Background: an optimization exercise with open tools, aiming at small area, a short achievable clock period and few clock cycles per item. Do not read the settings as production practice. No functional check of the RTL was part of any run shown here. Power is estimated from default activity; no workload was simulated.

==> flow/design.v, too long to show whole: its modules and the start of the top module <==
// module conv_loader: 48 lines
// module conv_sequencer: 114 lines
// module conv_mac: 3840 lines
// module result_fifo: 46 lines
// module conv_top: 89 lines
module conv_top (
    input  logic        clk,
    input  logic        reset,
    input  logic [7:0]  in_data,
    input  logic [3:0]  in_user,
    input  logic        in_valid,
    output logic        in_ready,
    output logic [20:0] out_data,
    output logic        out_valid,
    input  logic        out_ready
);
  // ...
==> flow/run.sh <==
#!/bin/bash
# synth_recipe.tcl (not shown) runs the flow's synth.tcl, then flattens the netlist and writes it again
# the make line also repeats each setting of config.mk as NAME=value (left out here)
make -C /OpenROAD-flow-scripts/flow DESIGN_CONFIG=/design/flow/config.mk WORK_HOME=/design/flow/orfs CLKGATE_MAP_FILE= SYNTH_SCRIPT=/design/flow/synth_recipe.tcl finish
==> flow/config.mk <==
export PLATFORM = sky130hd
export DESIGN_NAME = conv_top
export DESIGN_NICKNAME = conv_top
export VERILOG_FILES = /design/flow/design.v
export SDC_FILE = /design/flow/constraint.sdc
export NUM_CORES = 4
export LEC_CHECK = 0
export ABC_CLOCK_PERIOD_IN_PS = 3000
export CAP_MARGIN = 20
export CORE_MARGIN = 2
export CORE_UTILIZATION = 40
export SETUP_SLACK_MARGIN = 5
export SLEW_MARGIN = 20
==> flow/constraint.sdc <==
create_clock -name core_clock -period 9.0 [get_ports {clk}]
set_input_delay 1.8000 -clock core_clock [delete_from_list [all_inputs] [get_ports {clk}]]
set_output_delay 1.8000 -clock core_clock [all_outputs]
set_load 0.01 [all_outputs]
==> run_results.csv, run 1 <==
group,metric,value,unit
clock_network,path_clk_slew,0.06,ns
setup_path,crit_path_end,"out_valid",
cells_and_area,register_area,21700,sq um
cells_and_area,layout_commonest_cell,"inv_1",
timing,tightest_slew,1.13,ns
timing,report.final.slew_viol_count,0,
global_route,grt_overflow,0,
worst_hold_path,hold_path.class,"flop to flop",
routing,drc,0,
power_and_ir_drop,p_clk_frac,0.232,
status,status,"finished clean",
yosys,synth.area.mux_share,0.0441,
cells_and_area,largest_register_ffs,224,
cells_and_area,fin_cells,5027,
setup_path,crit_chain,"clkdlybuf4s50_1",
clock_network,hold_buffers,0,
clock_network,htreeDepth,3,
cells_and_area,seq_cells,850,
yosys,syn_area,44100,sq um
setup_path,path_class,"flop to primary output",
floorplan,ios,39,
routing,first_pass_iters,5,
power_and_ir_drop,clock_net_power,3.68,mW
place,post_dp_cell_area,46200,sq um
cells_and_area,n_all_inverters,602,
floorplan,placeableCoreArea,109000,sq um
setup_path,max_stage_delay,0.73,ns
yosys,synth_adder_area_share,0.273,
setup_path,crit_path_end_kind,"primary output",
yosys,ys_ff_latch,850,
==> run 2, diff against run 1 <==
==> flow/flow/run.sh (new file) <==
#!/bin/bash
# The standard layout, with timing repair aimed at a 3 ns path instead of 4 ns
# (the clock period and constraints stay the design's).
set -euo pipefail
export SETUP_SLACK_MARGIN=6
bash standard.sh > standard.log 2>&1
==> flow/standard.sh (new file) <==
#!/bin/bash
# synth_recipe.tcl (not shown) runs the flow's synth.tcl, then flattens the netlist and writes it again
# the make line also repeats each setting of config.mk as NAME=value (left out here)
make -C /OpenROAD-flow-scripts/flow DESIGN_CONFIG=/design/flow/config.mk WORK_HOME=/design/flow/orfs CLKGATE_MAP_FILE= SYNTH_SCRIPT=/design/flow/synth_recipe.tcl "${@:-finish}"
--- a/flow/config.mk
+++ b/flow/config.mk
@@ -9,5 +9,4 @@
 export CAP_MARGIN = 20
 export CORE_MARGIN = 2
 export CORE_UTILIZATION = 40
-export SETUP_SLACK_MARGIN = 5
 export SLEW_MARGIN = 20
removed: flow/run.sh
==> run_results.csv, run 2 <==
group,metric,value,unit
clock_network,clock-root-buffer,"clkbuf_16",
yosys,syn_nets,4038,
setup_path,crit_path_start_kind,"flop",
floorplan,die_w,336,um
place,dp_hpwl,79100,um
cells_and_area,largest_register_ffs,224,
yosys,synthTopCellsByArea,"edfxtp_1 (32%), fa_1 (26%), dfxtp_1 (17%)",
cells_and_area,layout_common_cells,"inv_1 (576), fa_1 (544), edfxtp_1 (465)",
clock_network,cts_buffers,89,
timing,timing.hold.ws,0.328,ns
cells_and_area,layout.nets,4145,
yosys,yosysMostFrequentCell,"inv_1",
yosys,synth-edff-count,465,
yosys,ys_top_cells_by_count,"inv_1 (602), fa_1 (567), edfxtp_1 (465), dfxtp_1 (385), nand2_1 (341)",
global_route,grt_pass1_wl,156000,um
yosys,seq_area_frac_synth,0.491,
clock_network,hold_buffers,0,
timing,report.final.slew_viol_count,0,
setup_path,crit_path_end_kind,"flop",
clock_network,insertion_delay,0.68,ns
routing,routedWlPerCell,20.3,um
yosys,syn_area,44100,sq um
cells_and_area,top_register,"u_conv_loader.sr",
timing,fmax,320,MHz
routing,wl,103000,um
setup_path,path_class,"flop to flop",
routing,initialDrtViolationCount,1817,
timing,relSlewSlack,0.252,
routing,antenna_left,0,
timing,fin_tns_setup,0,ns
floorplan,start_util,0.404,
global_route,grt_max_degree,89,
yosys,synthCells,3400,
setup_path,required,9.40,ns
cells_and_area,reg_top3,"u_conv_loader.sr (224), u_conv_loader.w (128), u_result_fifo.mem (84)",
global_route,grt_overflow,0,
status,status,"finished clean",
clock_network,cts_tree,"built",
clock_network,path_clk_slew,0.06,ns
worst_hold_path,hold_path.class,"flop to flop",
timing,hold_viol,0,
power_and_ir_drop,power_density,340,nW/um^2
yosys,ys_warn_count,7,
global_route,grt_usage,0.187,
yosys,yosysUniqueCellTypes,58,
routing,first_pass_iters,6,
cells_and_area,fin_util,0.464,
place,portBuffers,37,
timing,min_period,3.12,ns
global_route,antenna_found_initial,4,
run,drv_cap,0,
timing,rsz0062_at_grt,"true",
floorplan,placeableCoreArea,109000,sq um
floorplan,ios,39,
place,gp_congestion,0.927,
floorplan,fp-row-count,121,
routing,drc,0,
cells_and_area,area_growth,14.7,%
yosys,synth_top_area_frac,0.317,
global_route,grt_pass1_vias,25900,
power_and_ir_drop,power.ir.vdd_worst,0.293,mV
setup_path,crit_path_max_fanout,3,
yosys,ys.flop_type,"edfxtp_1",
power_and_ir_drop,p_leak,20.8,nW
power_and_ir_drop,totalPowerFinal,17.2,mW
routing,vias_per_cell,4.79,
timing,report.final.setup_viol,0,
floorplan,die_area,113000,sq um
timing,min_period_over_period,0.347,
yosys,yosysTopAreaCell,"edfxtp_1",
clock_network,clk_path_buf_depth,3,
timing,fin_skew,0.0400,ns
clock_network,cts_sinks,850,
setup_path,critPathArrivalTime,3.52,ns
floorplan,die_y,336,um
yosys,async_reset_ff_frac,0,
yosys,synth.avg_cell_area,13.0,sq um
clock_network,htreeDepth,3,
timing,tightest_slew,1.12,ns
cells_and_area,layout_commonest_cell,"inv_1",
cells_and_area,drive_gt1_frac,0.185,
yosys,ys_ff_latch,850,
routing,vias,24300,
## run 2: cells by family (layout without fill, tap and decap cells)
group | after synthesis | in the layout | share of synthesized area
simple gates | 961 | 964 | 0.111
xor+xnor | 26 | 26 | 0.00516
fa+ha+maj | 622 | 622 | 0.273
compound gates | 119 | 119 | 0.0182
other cells | 0 | 2 | 0
flops | 850 | 850 | 0.491
mux | 153 | 153 | 0.0441
buf+inv | 669 | 850 | 0.0570
## run 2: final timing paths
kind / from / to / slack (ns) / depth (start not counted)
worst max-delay path: u_conv_mac.r2_13_0$_DFF_P_ / u_result_fifo.rd_data[20]$_DFFE_PP_ / 5.88 / 11
worst min-delay path: u_conv_mac.r1_1_0$_DFF_P_ / u_conv_mac.r2_1_0$_DFF_P_ / 0.33 / 0
worst max register to register: u_conv_mac.r2_13_0$_DFF_P_ / u_result_fifo.rd_data[20]$_DFFE_PP_ / 5.88 / 11
worst min register to register: u_conv_mac.r1_1_0$_DFF_P_ / u_conv_mac.r2_1_0$_DFF_P_ / 0.33 / 0
## run 2: where the power goes
part           leakage [nW]  switching, mW  internal, mW
registers              7.54          0.307          5.09
clock network          1.47           1.55          2.16
logic                  11.8           4.57          3.52
total                  20.8           6.43          10.8
## run 2: repair_timing
action	CTS	global route
setup endpoints to repair	591	212
pin swaps	29	50
endpoints found under the hold margin	0	0
gates resized for setup	289	184
gates cloned	4	0
buffers inserted	16	14
## run 2: routing by layer
metal | part of all wire | GRT usage | up-vias
li1 | - | - | 10900
met3 | 0.074 | 0.0467 | 182
met5 | 0.00013 | 0 | -
met2 | 0.46 | 0.298 | 673
met4 | 0.027 | 0.0597 | 2
met1 | 0.44 | 0.251 | 12500
## run 2: per-stage QoR
step | setup slack, ns | std cells | instance area (sq um)
2_1_floorplan | 5.07 | 3400 | 44500
3_3_place_gp | 4.02 | 4858 | 46500
3_5_place_dp | 4.01 | 4858 | 46500
4_1_cts | 5.86 | 5046 | 50000
5_1_grt | 5.75 | 5060 | 50600
6_report | 5.88 | 5062 | 50600
## run 2: layout make-up
type / instances / area [sq um]
repair buffers: 80 / 663
clock buffers: 126 / 2540
clock inverters: 42 / 458
diodes: 2 / 5.00
well taps: 1476 / 1850
multi-input cells: 1884 / 20800
fillers: 9783 / 58600
inverters: 602 / 2280
flip-flops and latches: 850 / 22000
## run 2: worst max-delay path, stage by stage, from the launching register on
cell	delay, ns
dfxtp_2	0.32
inv_2	0.03
fa_2	0.56
fa_1	0.42
inv_2	0.08
ha_4	0.20
a21o_1	0.17
a221o_1	0.35
a31o_4	0.27
a31oi_4	0.15
and3_4	0.24
o31ai_2	0.08
==> module conv_loader, before the edit <==
module conv_loader (
    input  logic        clk,
    input  logic        reset,
    input  logic [7:0]  in_data,
    input  logic [15:0] w_en,
    input  logic        w_clr,
    input  logic        take_b,
    input  logic        take_p,
    input  logic        pass2,
    output logic [71:0] pix,
    output logic [71:0] wgt,
    output logic [7:0]  bias
);
    logic [7:0] sr [0:27];
    logic [7:0] w  [0:15];
    always_ff @(posedge clk) begin
        if (take_p) begin
            sr[0] <= in_data;
            for (int i = 1; i < 28; i++)
                sr[i] <= sr[i-1];
        end
        if (take_b)
            bias <= in_data;
        for (int t = 0; t < 16; t++) begin
            if (w_en[t])
                w[t] <= in_data;
            else if (w_clr)
                w[t] <= '0;
        end
    end
    always_ff @(posedge clk) begin
        for (int m = 0; m < 9; m++) begin
            if (!pass2) begin
                if (m == 0)
                    pix[7:0] <= in_data;
                else
                    pix[8*m +: 8] <= sr[(m / 3) * 8 + (m % 3) - 1];
                wgt[8*m +: 8] <= w[(m / 3) * 4 + (m % 3)];
            end else if (m < 7) begin
                pix[8*m +: 8] <= sr[(m < 3) ? m * 8 + 3 : 24 + m - 3];
                wgt[8*m +: 8] <= w[(m < 3) ? m * 4 + 3 : 12 + m - 3];
            end else begin
                pix[8*m +: 8] <= '0;
                wgt[8*m +: 8] <= w[(m / 3) * 4 + (m % 3)];
            end
        end
    end
endmodule
==> module conv_top, before the edit <==
module conv_top (
    input  logic        clk,
    input  logic        reset,
    input  logic [7:0]  in_data,
    input  logic [3:0]  in_user,
    input  logic        in_valid,
    output logic        in_ready,
    output logic [20:0] out_data,
    output logic        out_valid,
    input  logic        out_ready
);
    localparam int DEPTH = 5;
    logic [15:0] w_en;
    logic        w_clr, take_b, take_p, win, win4;
    logic [71:0] pix, wgt;
    logic [7:0]  bias;
    logic        d0, p0, q0, d1, p1, q1, d2, p2, q2;
    logic [20:0] extra, sum;
    conv_sequencer #(.DEPTH(DEPTH)) u_conv_sequencer (
        .clk      (clk),
        .reset    (reset),
        .in_valid (in_valid),
        .in_user  (in_user),
        .pop      (out_valid && out_ready),
        .in_ready (in_ready),
        .w_en     (w_en),
        .w_clr    (w_clr),
        .take_b   (take_b),
        .take_p   (take_p),
        .win      (win),
        .win4     (win4)
    );
    conv_loader u_conv_loader (
        .clk     (clk),
        .reset   (reset),
        .in_data (in_data),
        .w_en    (w_en),
        .w_clr   (w_clr),
        .take_b  (take_b),
        .take_p  (take_p),
        .pass2   (p0),
        .pix     (pix),
        .wgt     (wgt),
        .bias    (bias)
    );
    always_ff @(posedge clk) begin
        if (reset) begin
            d0 <= 1'b0;
            p0 <= 1'b0;
            q0 <= 1'b0;
            d1 <= 1'b0;
            p1 <= 1'b0;
            q1 <= 1'b0;
            d2 <= 1'b0;
            p2 <= 1'b0;
            q2 <= 1'b0;
        end else begin
            d0 <= win && !win4;
            p0 <= win4;
            q0 <= p0;
            d1 <= d0;
            p1 <= p0;
            q1 <= q0;
            d2 <= d1;
            p2 <= p1;
            q2 <= q1;
        end
    end
    conv_mac u_conv_mac (
        .clk   (clk),
        .pix   (pix),
        .wgt   (wgt),
        .bias  (bias),
        .pass2 (q0),
        .extra (extra),
        .sum   (sum)
    );
    always_ff @(posedge clk)
        extra <= sum & {21{p2}};
    result_fifo #(.DEPTH(DEPTH)) u_result_fifo (
        .clk      (clk),
        .reset    (reset),
        .wr_data  (sum),
        .wr_valid (d2 || q2),
        .rd_data  (out_data),
        .rd_valid (out_valid),
        .rd_ready (out_ready)
    );
endmodule
==> run 3, diff against run 2 <==
--- a/flow/design.v
+++ b/flow/design.v
@@ -7,12 +7,22 @@
     input  logic        take_b,
     input  logic        take_p,
     input  logic        pass2,
+    input  logic        swap,
     output logic [71:0] pix,
     output logic [71:0] wgt,
     output logic [7:0]  bias
 );
     logic [7:0] sr [0:27];
     logic [7:0] w  [0:15];
+    function automatic int pair(input int t);
+        pair = (t == 0) ? 3 : (t == 3) ? 0 :
+               (t == 1) ? 7 : (t == 7) ? 1 :
+               (t == 2) ? 11 : (t == 11) ? 2 :
+               (t == 4) ? 12 : (t == 12) ? 4 :
+               (t == 5) ? 13 : (t == 13) ? 5 :
+               (t == 6) ? 14 : (t == 14) ? 6 :
+               (t == 8) ? 15 : (t == 15) ? 8 : t;
+    endfunction
     always_ff @(posedge clk) begin
         if (take_p) begin
             sr[0] <= in_data;
@@ -26,6 +36,8 @@
                 w[t] <= in_data;
             else if (w_clr)
                 w[t] <= '0;
+            else if (swap && pair(t) != t)
+                w[t] <= w[pair(t)];
         end
     end
     always_ff @(posedge clk) begin
@@ -35,16 +47,16 @@
                     pix[7:0] <= in_data;
                 else
                     pix[8*m +: 8] <= sr[(m / 3) * 8 + (m % 3) - 1];
-                wgt[8*m +: 8] <= w[(m / 3) * 4 + (m % 3)];
             end else if (m < 7) begin
                 pix[8*m +: 8] <= sr[(m < 3) ? m * 8 + 3 : 24 + m - 3];
-                wgt[8*m +: 8] <= w[(m < 3) ? m * 4 + 3 : 12 + m - 3];
             end else begin
                 pix[8*m +: 8] <= '0;
-                wgt[8*m +: 8] <= w[(m / 3) * 4 + (m % 3)];
             end
         end
     end
+    always_comb
+        for (int m = 0; m < 9; m++)
+            wgt[8*m +: 8] = w[(m / 3) * 4 + (m % 3)];
 endmodule
 module conv_sequencer #(
     parameter int DEPTH = 5
@@ -4087,6 +4099,7 @@
         .take_b  (take_b),
         .take_p  (take_p),
         .pass2   (p0),
+        .swap    (p0 || q0),
         .pix     (pix),
         .wgt     (wgt),
         .bias    (bias)
==> flow/run.sh (new file) <==
#!/bin/bash
# synth_recipe.tcl (not shown) runs the flow's synth.tcl, then flattens the netlist and writes it again
# the make line also repeats each setting of config.mk as NAME=value (left out here)
make -C /OpenROAD-flow-scripts/flow DESIGN_CONFIG=/design/flow/config.mk WORK_HOME=/design/flow/orfs CLKGATE_MAP_FILE= SYNTH_SCRIPT=/design/flow/synth_recipe.tcl finish
--- a/flow/config.mk
+++ b/flow/config.mk
@@ -9,4 +9,5 @@
 export CAP_MARGIN = 20
 export CORE_MARGIN = 2
 export CORE_UTILIZATION = 40
+export SETUP_SLACK_MARGIN = 5
 export SLEW_MARGIN = 20
removed: flow/flow/run.sh
removed: flow/standard.sh
==> run_results.csv, run 3 <==
group,metric,value,unit
floorplan,start_util,0.404,
global_route,grt_overflow,0,
power_and_ir_drop,power_density,340,nW/um^2
setup_path,crit_chain,"clkdlybuf4s50_1 -> and2_4 -> buf_4 -> buf_16",
clock_network,post_cts_buffers,0,
floorplan,fp-row-count,120,
floorplan,ios,39,
yosys,ys.flop_type,"edfxtp_1",
floorplan,placeableCoreArea,107000,sq um
timing,fin_tns_setup,0,ns
power_and_ir_drop,power_frac_seq,0.317,
yosys,seq_area_frac_synth,0.467,
routing,vias_per_cell,4.98,
cells_and_area,reg_top3,"u_conv_loader.sr (224), u_conv_loader.w (128), u_result_fifo.mem (84)",
timing,hold_viol,0,
cells_and_area,layout.nets,4236,
cells_and_area,antenna_cells,0,
yosys,synth_top_area_frac,0.322,
global_route,antenna_found_initial,2,
clock_network,path_clk_slew,0.06,ns
yosys,async_reset_ff_frac,0,
cells_and_area,drive_gt1_frac,0.0690,
routing,first_pass_iters,5,
routing,vias,25200,
timing,report.final.setup_viol,0,
floorplan,die_y,333,um
global_route,grt_pass1_vias,26200,
yosys,syn_area,43300,sq um
yosys,yosysUniqueCellTypes,64,
power_and_ir_drop,p_sw,6.34,mW
clock_network,cts_buffers,82,
timing,fmax,255,MHz
place,portBuffers,37,
cells_and_area,top_register,"u_conv_loader.sr",
timing,relSlewSlack,0.271,
global_route,grt_pass1_wl,160000,um
setup_path,crit_path_start_kind,"input pin",
yosys,synthCells,3585,
clock_network,cts_tree,"built",
setup_path,critPathArrivalTime,4.18,ns
timing,min_period,3.92,ns
status,status,"finished clean",
place,dpl.cell_count,4917,
clock_network,insertion_delay,0.64,ns
power_and_ir_drop,switching_share,0.390,
clock_network,clk_path_buf_depth,3,
setup_path,max_stage_delay,0.62,ns
yosys,yosysTopAreaCell,"edfxtp_1",
yosys,synth-edff-count,465,
floorplan,die_w,333,um
power_and_ir_drop,power.ir.vdd_worst,0.272,mV
routing,antenna_left,0,
clock_network,cts_resized,0,
global_route,grt_max_degree,169,
routing,routedWlPerCell,20.6,um
cells_and_area,fin_cells,5070,
yosys,ys_ff_latch,778,
clock_network,hold_buffers,0,
yosys,ys_warn_count,7,
worst_hold_path,hold_path.class,"flop to flop",
run,drv_cap,0,
timing,tightest_slew,1.09,ns
cells_and_area,area_growth,10.6,%
setup_path,required,9.26,ns
worst_hold_path,holdPathStages,0,
power_and_ir_drop,p_clk_frac,0.212,
setup_path,crit_path_max_fanout,168,
cells_and_area,layout_common_cells,"inv_1 (605), fa_1 (567), nand2_1 (565)",
cells_and_area,largest_register_ffs,224,
power_and_ir_drop,power_frac_comb,0.471,
routing,initialDrtViolationCount,2105,
routing,wl,104000,um
place,gp_congestion,0.922,
timing,fin_skew,0.0207,ns
cells_and_area,fillers,9824,
timing,rsz0062_at_grt,"false",
clock_network,cts_sinks,778,
power_and_ir_drop,p_leak,19.9,nW
timing,min_period_over_period,0.436,
timing,report.final.slew_viol_count,0,
yosys,ys_top_cells_by_count,"inv_1 (605), fa_1 (567), nand2_1 (566), edfxtp_1 (465), and2_1 (326)",
setup_path,rr_worst_depth,11,
timing,timing.hold.ws,0.325,ns
setup_path,cp_slowest_cell,"buf_4",
clock_network,htreeDepth,3,
cells_and_area,fin_util,0.447,
global_route,grt_usage,0.191,
power_and_ir_drop,intPower,9.92,mW
cells_and_area,layout_commonest_cell,"inv_1",
setup_path,path_class,"input pin to flop",
clock_network,clock-root-buffer,"clkbuf_16",
setup_path,crit_path_end_kind,"flop",
yosys,syn_nets,4223,
yosys,yosysMostFrequentCell,"inv_1",
routing,drc,0,
yosys,synth.avg_cell_area,12.1,sq um
cells_and_area,multi_input_area,20300,sq um
floorplan,die_area,111000,sq um
yosys,synthTopCellsByArea,"edfxtp_1 (32%), fa_1 (26%), dfxtp_1 (14%)",
cells_and_area,register_area,20200,sq um
place,dp_hpwl,79800,um
## run 3: critical path: cells and delay by family
kind	cells	cell delay [ns]
and+or+nand+nor	1	0.24
buffers and inverters	3	1.71
## run 3: cell families after synthesis
family          Yosys count  share of synthesized area
fa+ha+maj               622                      0.278
simple gates           1170                      0.129
flops                   778                      0.467
xor+xnor                 24                    0.00485
buf+inv                 732                     0.0641
compound gates          161                     0.0263
mux                      98                     0.0306
## run 3: stage by stage
stage / power, mW / setup WS (ns) / area (sq um)
floorplan: 10.4 / 5.07 / 43300
global placement: 12.8 / 4.42 / 45100
detailed placement: 13.0 / 4.37 / 45100
CTS: 16.5 / 5.03 / 47900
global route: 17.8 / 5.01 / 47900
finish: 16.3 / 5.08 / 47900
## run 3: path summary, 6_finish.rpt
| kind | startpoint | end | slack, ns |
|---|---|---|---|
| worst max register to register | u_conv_mac.r2_13_2$_DFF_P_ | u_result_fifo.rd_data[17]$_DFFE_PP_ | 5.33 |
| worst min-delay path | u_conv_mac.r1_0_0$_DFF_P_ | u_conv_mac.r2_0_0$_DFF_P_ | 0.33 |
| worst max-delay path | in_valid | u_conv_loader.sr[11][6]$_DFFE_PP_ | 5.08 |
| worst min register to register | u_conv_mac.r1_0_0$_DFF_P_ | u_conv_mac.r2_0_0$_DFF_P_ | 0.33 |
## run 3: metal layers
metal / vias up / routed length, um / global-route usage
met2: 872 / 45800 / 0.290
met4: 0 / 3580 / 0.0643
met5: - / 0 / 0
li1: 11300 / - / -
met3: 204 / 9640 / 0.0547
met1: 12900 / 45200 / 0.264
## run 3: area by class of cell
cell class / instances / share of cell area
clock buffers: 105 / 0.0464
clock inverters: 48 / 0.0113
inverters: 605 / 0.0474
multi-input cells: 2075 / 0.425
flip-flops and latches: 778 / 0.423
well taps: 1403 / 0.0367
repair buffers: 56 / 0.0108
## run 3: power groups by stage
stage	logic, mW	clock network (mW)	registers [mW]
final	7.66	3.45	5.15
after global routing	8.95	3.68	5.20
after CTS	7.76	3.55	5.16
after detailed placement	7.73	0	5.23
after global placement	7.57	0	5.22
after floorplan	5.35	0	5.09
==> run 4, diff against run 3 <==
==> flow/flow/run.sh (new file) <==
#!/bin/bash
# The standard layout, with timing repair aimed at a 3 ns path instead of 4 ns
# (the clock period and constraints stay the design's).
set -euo pipefail
export SETUP_SLACK_MARGIN=6
bash standard.sh > standard.log 2>&1
==> flow/standard.sh (new file) <==
#!/bin/bash
# synth_recipe.tcl (not shown) runs the flow's synth.tcl, then flattens the netlist and writes it again
# the make line also repeats each setting of config.mk as NAME=value (left out here)
make -C /OpenROAD-flow-scripts/flow DESIGN_CONFIG=/design/flow/config.mk WORK_HOME=/design/flow/orfs CLKGATE_MAP_FILE= SYNTH_SCRIPT=/design/flow/synth_recipe.tcl "${@:-finish}"
--- a/flow/config.mk
+++ b/flow/config.mk
@@ -9,5 +9,4 @@
 export CAP_MARGIN = 20
 export CORE_MARGIN = 2
 export CORE_UTILIZATION = 40
-export SETUP_SLACK_MARGIN = 5
 export SLEW_MARGIN = 20
removed: flow/run.sh
==> run_results.csv, run 4 <==
group,metric,value,unit
routing,antenna_left,0,
floorplan,die_area,111000,sq um
power_and_ir_drop,p_leak,21.1,nW
power_and_ir_drop,p_sw,6.88,mW
power_and_ir_drop,totalPowerFinal,17.8,mW
timing,relSlewSlack,0.306,
timing,fin_tns_setup,0,ns
power_and_ir_drop,power_density,348,nW/um^2
routing,initialDrtViolationCount,2045,
power_and_ir_drop,power_frac_seq,0.285,
cells_and_area,layout_commonest_cell,"inv_1",
yosys,async_reset_ff_frac,0,
clock_network,cts_sinks,778,
floorplan,ios,39,
timing,min_period_over_period,0.352,
setup_path,critPathTopFamily,"adder cells",
floorplan,placeableCoreArea,107000,sq um
yosys,yosysMostFrequentCell,"inv_1",
global_route,use_met1,0.269,
clock_network,htreeDepth,3,
routing,wl,109000,um
cells_and_area,drive_gt1_frac,0.225,
cells_and_area,fin_util,0.477,
timing,hold_viol,0,
global_route,use_met2,0.306,
floorplan,die_w,333,um
setup_path,required,9.57,ns
yosys,syn_nets,4223,
power_and_ir_drop,power_frac_comb,0.510,
clock_network,clk_path_buf_depth,3,
cells_and_area,layout_common_cells,"inv_1 (536), nand2_1 (524), edfxtp_1 (465)",
clock_network,clock-root-buffer,"clkbuf_16",
cells_and_area,layout.nets,4436,
worst_hold_path,hold_path.class,"flop to flop",
cells_and_area,largest_register_ffs,224,
power_and_ir_drop,p_clk_frac,0.204,
yosys,syn_area,43300,sq um
yosys,yosysUniqueCellTypes,64,
cells_and_area,top_register,"u_conv_loader.sr",
clock_network,cts_buffers,83,
setup_path,cp.depth,7,
setup_path,crit_top_cell,"fa_2",
setup_path,crit_path_max_fanout,8,
timing,fmax,316,MHz
setup_path,reg2reg_from,"u_conv_loader.w[0][1]$_DFFE_PP_",
global_route,grt_pass1_wl,164000,um
yosys,synthTopCellsByArea,"edfxtp_1 (32%), fa_1 (26%), dfxtp_1 (14%)",
floorplan,fp-row-count,120,
setup_path,cp_num_buf_inv,2,
setup_path,crit_path_end_kind,"flop",
worst_hold_path,holdPathStages,0,
global_route,antenna_found_initial,3,
yosys,seq_area_frac_synth,0.467,
clock_network,insertion_delay,0.65,ns
clock_network,hold_buffers,0,
global_route,grt_usage,0.197,
timing,min_period,3.17,ns
yosys,ys_top_cells_by_count,"inv_1 (605), fa_1 (567), nand2_1 (566), edfxtp_1 (465), and2_1 (326)",
setup_path,crit_chain,"and2_4 -> fa_2 -> inv_2 -> fa_2 -> fa_1 -> inv_2 -> fa_2",
global_route,grt_overflow,0,
timing,tightest_slew,1.04,ns
worst_hold_path,min_from,"u_conv_mac.r1_0_1$_DFF_P_",
timing,setup_slack,5.83,ns
run,drv_cap,0,
global_route,met3_usage,0.0534,
routing,vias_per_cell,4.94,
floorplan,die_y,333,um
setup_path,rr_worst_depth,7,
place,gp_congestion,0.889,
clock_network,cts_tree,"built",
cells_and_area,area_growth,18.1,%
place,dpl.cell_count,4916,
place,dp_hpwl,80300,um
power_and_ir_drop,intPower,10.9,mW
power_and_ir_drop,switching_share,0.387,
global_route,grt_max_degree,91,
yosys,synth.avg_cell_area,12.1,sq um
routing,first_pass_iters,5,
timing,report.final.setup_viol,0,
timing,rsz0062_at_grt,"true",
yosys,synth-edff-count,465,
setup_path,cp_slowest_cell,"fa_1",
routing,drc,0,
cells_and_area,fin_cells,5274,
global_route,grt_pass1_vias,26700,
routing,routedWlPerCell,20.6,um
yosys,synthCells,3585,
yosys,ys_warn_count,7,
place,portBuffers,37,
floorplan,start_util,0.404,
setup_path,startpoint,"u_conv_loader.w[0][1]$_DFFE_PP_",
setup_path,critPathArrivalTime,3.73,ns
place,dp_worst_setup_slack,4.15,ns
setup_path,crit_path_start_kind,"flop",
routing,vias,26100,
setup_path,path_class,"flop to flop",
yosys,yosysTopAreaCell,"edfxtp_1",
yosys,ys.flop_type,"edfxtp_1",
yosys,ys_ff_latch,778,
status,status,"finished clean",
clock_network,path_clk_slew,0.06,ns
cells_and_area,reg_top3,"u_conv_loader.sr (224), u_conv_loader.w (128), u_result_fifo.mem (84)",
global_route,top_usage_layer,"met2",
yosys,synth_top_area_frac,0.322,
timing,report.final.slew_viol_count,0,
timing,fin_skew,0.0271,ns
power_and_ir_drop,power.ir.vdd_worst,0.345,mV
setup_path,max_stage_delay,0.57,ns
run 4: final timing paths:
check                                                  to  slack, ns
worst max-delay path            u_conv_mac.r1_5_6$_DFF_P_       5.83
worst min-delay path            u_conv_mac.r2_0_1$_DFF_P_       0.33
worst max register to register  u_conv_mac.r1_5_6$_DFF_P_       5.83
worst min register to register  u_conv_mac.r2_0_1$_DFF_P_       0.33
run 4: worst register-to-register path: cells and delay by family (launching register included):
| family | cells | cell delay [ns] |
|---|---|---|
| DFF | 1 | 0.56 |
| buffers and inverters | 2 | 0.10 |
| adders and majority gates | 4 | 2.20 |
| and+or+nand+nor | 1 | 0.23 |
run 4: routing by layer:
| metal | wire length, um | vias up |
|---|---|---|
| met5 | 0 | - |
| met4 | 3290 | 0 |
| met3 | 9680 | 186 |
| met2 | 49300 | 936 |
| met1 | 46300 | 13300 |
| li1 | - | 11700 |
run 4: cell families (layout without fill, tap and decap cells):
family                     count (synthesis)  in the layout  share of synthesized area
and+or+nand+nor                         1170           1172                      0.129
adders and majority gates                622            622                      0.278
buffers and inverters                    732           1012                     0.0641
other                                      0              4                          0
AOI/OAI and AO/OA                        161            161                     0.0263
DFF                                      778            778                      0.467
xor gates and xnor gates                  24             24                    0.00485
muxes                                     98             98                     0.0306
run 4: final cells by class:
class                      instances  area [sq um]
antenna                            4          10.0
clock inverter                    48           567
sequential                       778         20300
clock buffer                     106          2360
multi-input combinational       2077         21500
tap                             1403          1760
fill                            9584         56100
timing repair buffer             253          2340
inverter                         605          2290
run 4: timing repair:
action | in CTS | in global routing
cloned | 4 | 1
pin swaps | 117 | 125
setup endpoints to repair | 687 | 347
resized for setup | 337 | 212
endpoints found under the hold margin | 0 | 0
buffers inserted | 163 | 32
run 4: through the flow:
step                hold slack (ns)  area (sq um)
floorplan                     0.310         43700
global placement              0.315         45400
detailed placement            0.319         45400
CTS                           0.334         50300
global route                  0.341         51100
finish                        0.330         51100
run 4: power by group through the flow:
stage               clock network (mW)  logic, mW  registers (mW)
global placement                     0       7.70            5.21
detailed placement                   0       7.84            5.22
floorplan                            0       5.45            5.09
global route                      3.84       10.4            5.12
finish                            3.63       9.07            5.07
CTS                               3.71       8.67            5.07
==> run 5, diff against run 4 <==
==> flow/flow/run.sh (replaced) <==
#!/bin/bash
# The standard layout with two changes: Yosys's synth runs without its
# quick ABC pass (-noabc), so the full adders it extracts keep their polarity
# and need fewer inverters (ORFS's own ABC mapping still runs afterwards), and
# timing repair aims at a 3 ns path instead of 4 ns. The clock period and
# constraints stay the design's.
set -euo pipefail
W=$(pwd)
sed 's/yosys synth -nofsm -noshare /yosys synth -nofsm -noshare -noabc /' synth_recipe.tcl > "$W/noabc_synth.tcl"
sed "s#SYNTH_SCRIPT=[^ ]*#SYNTH_SCRIPT=$W/noabc_synth.tcl#" standard.sh > "$W/noabc_standard.sh"
grep -q "SYNTH_SCRIPT=$W/noabc_synth.tcl" "$W/noabc_standard.sh"
export SETUP_SLACK_MARGIN=6
bash "$W/noabc_standard.sh" > standard.log 2>&1
==> run_results.csv, run 5 <==
group,metric,value,unit
status,status,"finished clean",
global_route,use_met2,0.318,
cells_and_area,top_register,"u_conv_loader.sr",
global_route,use_met1,0.296,
cells_and_area,fillers,9090,
setup_path,crit_path_end_kind,"flop",
power_and_ir_drop,intPower,10.3,mW
setup_path,max_stage_delay,0.57,ns
floorplan,ios,39,
clock_network,cts_buffers,84,
yosys,syn_nets,3723,
yosys,ys_warn_count,7,
timing,fin_skew,0.0255,ns
timing,relSlewSlack,0.303,
cells_and_area,area_growth,17.5,%
clock_network,path_clk_slew,0.06,ns
cells_and_area,reg_top3,"u_conv_loader.sr (224), u_conv_loader.w (128), u_result_fifo.mem (84)",
timing,report.final.slew_viol_count,0,
cells_and_area,largest_register_ffs,224,
cells_and_area,layout_common_cells,"edfxtp_1 (465), and2_1 (451), fa_1 (440)",
clock_network,clk_path_buf_depth,3,
floorplan,die_w,330,um
routing,vias,24400,
timing,fmax,319,MHz
timing,hold_viol,0,
cells_and_area,layout_commonest_cell,"edfxtp_1",
timing,report.final.setup_viol,0,
power_and_ir_drop,power.ir.vdd_worst,0.304,mV
yosys,ys_top_cells_by_count,"fa_1 (567), and2_1 (495), edfxtp_1 (465), dfxtp_1 (313), nand2_1 (258)",
power_and_ir_drop,power_density,321,nW/um^2
yosys,synth-edff-count,465,
global_route,grt_pass1_wl,164000,um
setup_path,crit_path_start_kind,"flop",
place,dp_hpwl,82200,um
clock_network,cts_sinks,778,
global_route,grt_overflow,0,
cells_and_area,layout.nets,3931,
yosys,yosysUniqueCellTypes,71,
routing,wl,111000,um
yosys,synthTopCellsByArea,"edfxtp_1 (33%), fa_1 (27%), dfxtp_1 (15%)",
routing,antenna_left,0,
routing,routedWlPerCell,23.3,um
power_and_ir_drop,power_frac_comb,0.463,
global_route,grt_pass1_vias,25100,
routing,initialDrtViolationCount,2258,
setup_path,crit_chain,"buf_6 -> and2_1 -> fa_2 -> fa_2 -> fa_1 -> fa_2",
yosys,yosysTopAreaCell,"edfxtp_1",
worst_hold_path,hold_path.class,"flop to flop",
yosys,async_reset_ff_frac,0,
yosys,synth_top_area_frac,0.329,
routing,drc,0,
yosys,yosysMostFrequentCell,"fa_1",
setup_path,crit_path_max_fanout,7,
place,post_dp_cell_area,44700,sq um
floorplan,die_y,330,um
yosys,synth.avg_cell_area,13.8,sq um
setup_path,cp_slowest_cell,"fa_2",
floorplan,die_area,109000,sq um
setup_path,path_class,"flop to flop",
cells_and_area,fin_cells,4755,
clock_network,clock-root-buffer,"clkbuf_16",
clock_network,htreeDepth,3,
place,gp_congestion,0.935,
setup_path,crit_top_cell,"fa_2",
timing,min_period_over_period,0.348,
timing,tightest_slew,1.05,ns
clock_network,cts_tree,"built",
floorplan,fp-row-count,119,
power_and_ir_drop,p_sw,5.71,mW
global_route,antenna_found_initial,8,
routing,vias_per_cell,5.12,
cells_and_area,drive_gt1_frac,0.223,
setup_path,required,9.53,ns
global_route,grt_max_degree,81,
power_and_ir_drop,p_clk_frac,0.229,
yosys,ys.flop_type,"edfxtp_1",
global_route,grt_usage,0.207,
yosys,syn_area,42400,sq um
cells_and_area,multi_input_area,22200,sq um
timing,fin_tns_setup,0,ns
yosys,synthCells,3083,
timing,rsz0062_at_grt,"true",
power_and_ir_drop,p_leak,19.2,nW
power_and_ir_drop,switching_share,0.357,
routing,first_pass_iters,6,
floorplan,placeableCoreArea,105000,sq um
floorplan,start_util,0.403,
place,portBuffers,37,
setup_path,critPathArrivalTime,3.67,ns
yosys,seq_area_frac_synth,0.477,
cells_and_area,fin_area,49800,sq um
global_route,met3_usage,0.0425,
timing,min_period,3.14,ns
yosys,ys_ff_latch,778,
setup_path,r2r_slack,5.86,ns
cells_and_area,register_area,20300,sq um
place,dpl.cell_count,4434,
power_and_ir_drop,power_frac_seq,0.309,
run,drv_cap,0,
clock_network,insertion_delay,0.66,ns
global_route,top_usage_layer,"met2",
run 5: changes by cell type after synthesis, sizes merged, moves of 12 or more:
cell and delta:
nand3 -91, o21ai +81, clkbuf -21, inv -393, nand2 -307, mux2i +59
a22oi +12, and2 +171
run 5: cell type report:
type                            count  share of cell area
Tap cell                         1391              0.0349
Multi-Input combinational cell   1999               0.446
Timing Repair inverter              1            0.000176
Timing Repair Buffer              215              0.0367
Inverter                          212              0.0164
Antenna cell                        2            0.000100
Clock buffer                      123              0.0505
Clock inverter                     34             0.00917
Sequential cell                   778               0.406
run 5: what timing repair did:
action                     4_1_cts  5_1_grt
setup endpoints to repair      754      161
setup buffers                  133       26
cloned                           2        1
hold endpoints to repair         0        0
hold buffers                     0        0
pin swaps                      104      123
gates resized for setup        265      157
run 5: worst paths after layout:
kind                              startpoint                        end  cells past startpoint
max          u_conv_loader.w[0][0]$_DFFE_PP_  u_conv_mac.r1_1_0$_DFF_P_                      6
min                u_conv_mac.r1_3_4$_DFF_P_  u_conv_mac.r2_3_1$_DFF_P_                      0
min reg2reg        u_conv_mac.r1_3_4$_DFF_P_  u_conv_mac.r2_3_1$_DFF_P_                      0
max reg2reg  u_conv_loader.w[0][0]$_DFFE_PP_  u_conv_mac.r1_1_0$_DFF_P_                      6
run 5: metrics by stage:
stage | setup WS, ns | utilization | power, mW | hold slack, ns
floorplan | 5.56 | - | 9.40 | 0.310
global placement | 4.18 | 0.424 | 11.4 | 0.314
detailed placement | 4.14 | 0.424 | 11.5 | 0.314
CTS | 5.92 | 0.467 | 15.7 | 0.329
global route | 5.86 | 0.473 | 17.2 | 0.331
finish | 5.86 | 0.473 | 16.0 | 0.326
run 5: layer usage:
metal  routed length, um  share of wire  up-vias
met2               50100           0.45      859
met4                3570          0.032        2
met5                  13        0.00012        -
met1               49000           0.44    12600
li1                    -              -    10700
met3                8320          0.075      186
run 5: cells by family after synthesis:
kind of cell	synth area share
buf+inv	0.0283
simple gates	0.118
compound gates	0.0393
xor+xnor	0.00655
flops	0.477
fa+ha+maj	0.285
mux	0.0463
run 5: critical path, delay by kind of cell (launching register included):
kind	cells	cell delay [ns]
fa+ha+maj	4	2.10
buf+inv	1	0.21
flops	1	0.55
simple gates	1	0.15
run 5: power groups by stage:
stage | Combinational, mW | Sequential (mW) | Clock [mW]
floorplan | 4.43 | 4.97 | 0
global placement | 6.29 | 5.06 | 0
detailed placement | 6.38 | 5.08 | 0
CTS | 7.06 | 4.95 | 3.74
global route | 8.31 | 4.98 | 3.88
finish | 7.40 | 4.94 | 3.66

[separate check: timing with driven ports]
The flow's constraints put no driver on any port. The routed layouts listed below were extracted and timed again, unchanged, in two steps.
Step 1 sets driving cells, clkbuf_16 on the clock port and buf_2 on the other inputs (assumed; they add their load-dependent delay and slew).
Step 2 times the ports against the registers' clock, not the clock port: input delays grow and output delays shrink by t, the midpoint of the rising clock arrivals with the driver on.
Slacks: no drivers / after step 1 / after step 2; pairs: no drivers / after step 1.
run | shift t [ns] | setup WS [ns] | worst slew at a driven data input, ns
run 1 | 0.716 | 5.156 / 5.090 / 4.610 | 0.05
run 2 | 0.724 | 5.877 / 5.877 / 5.340 | 0.07
run 3 | 0.700 | 5.077 / 5.117 / 4.417 | 0.03
run 4 | 0.698 | 5.832 / 5.832 / 5.392 | 0.06
run 5 | 0.722 | 5.864 / 5.864 / 5.343 | 0.07
After both steps every run listed still meets setup and hold. The setup slack of run 3, which loses most, moves by +0.040 ns with the drivers and by -0.660 ns with both steps.
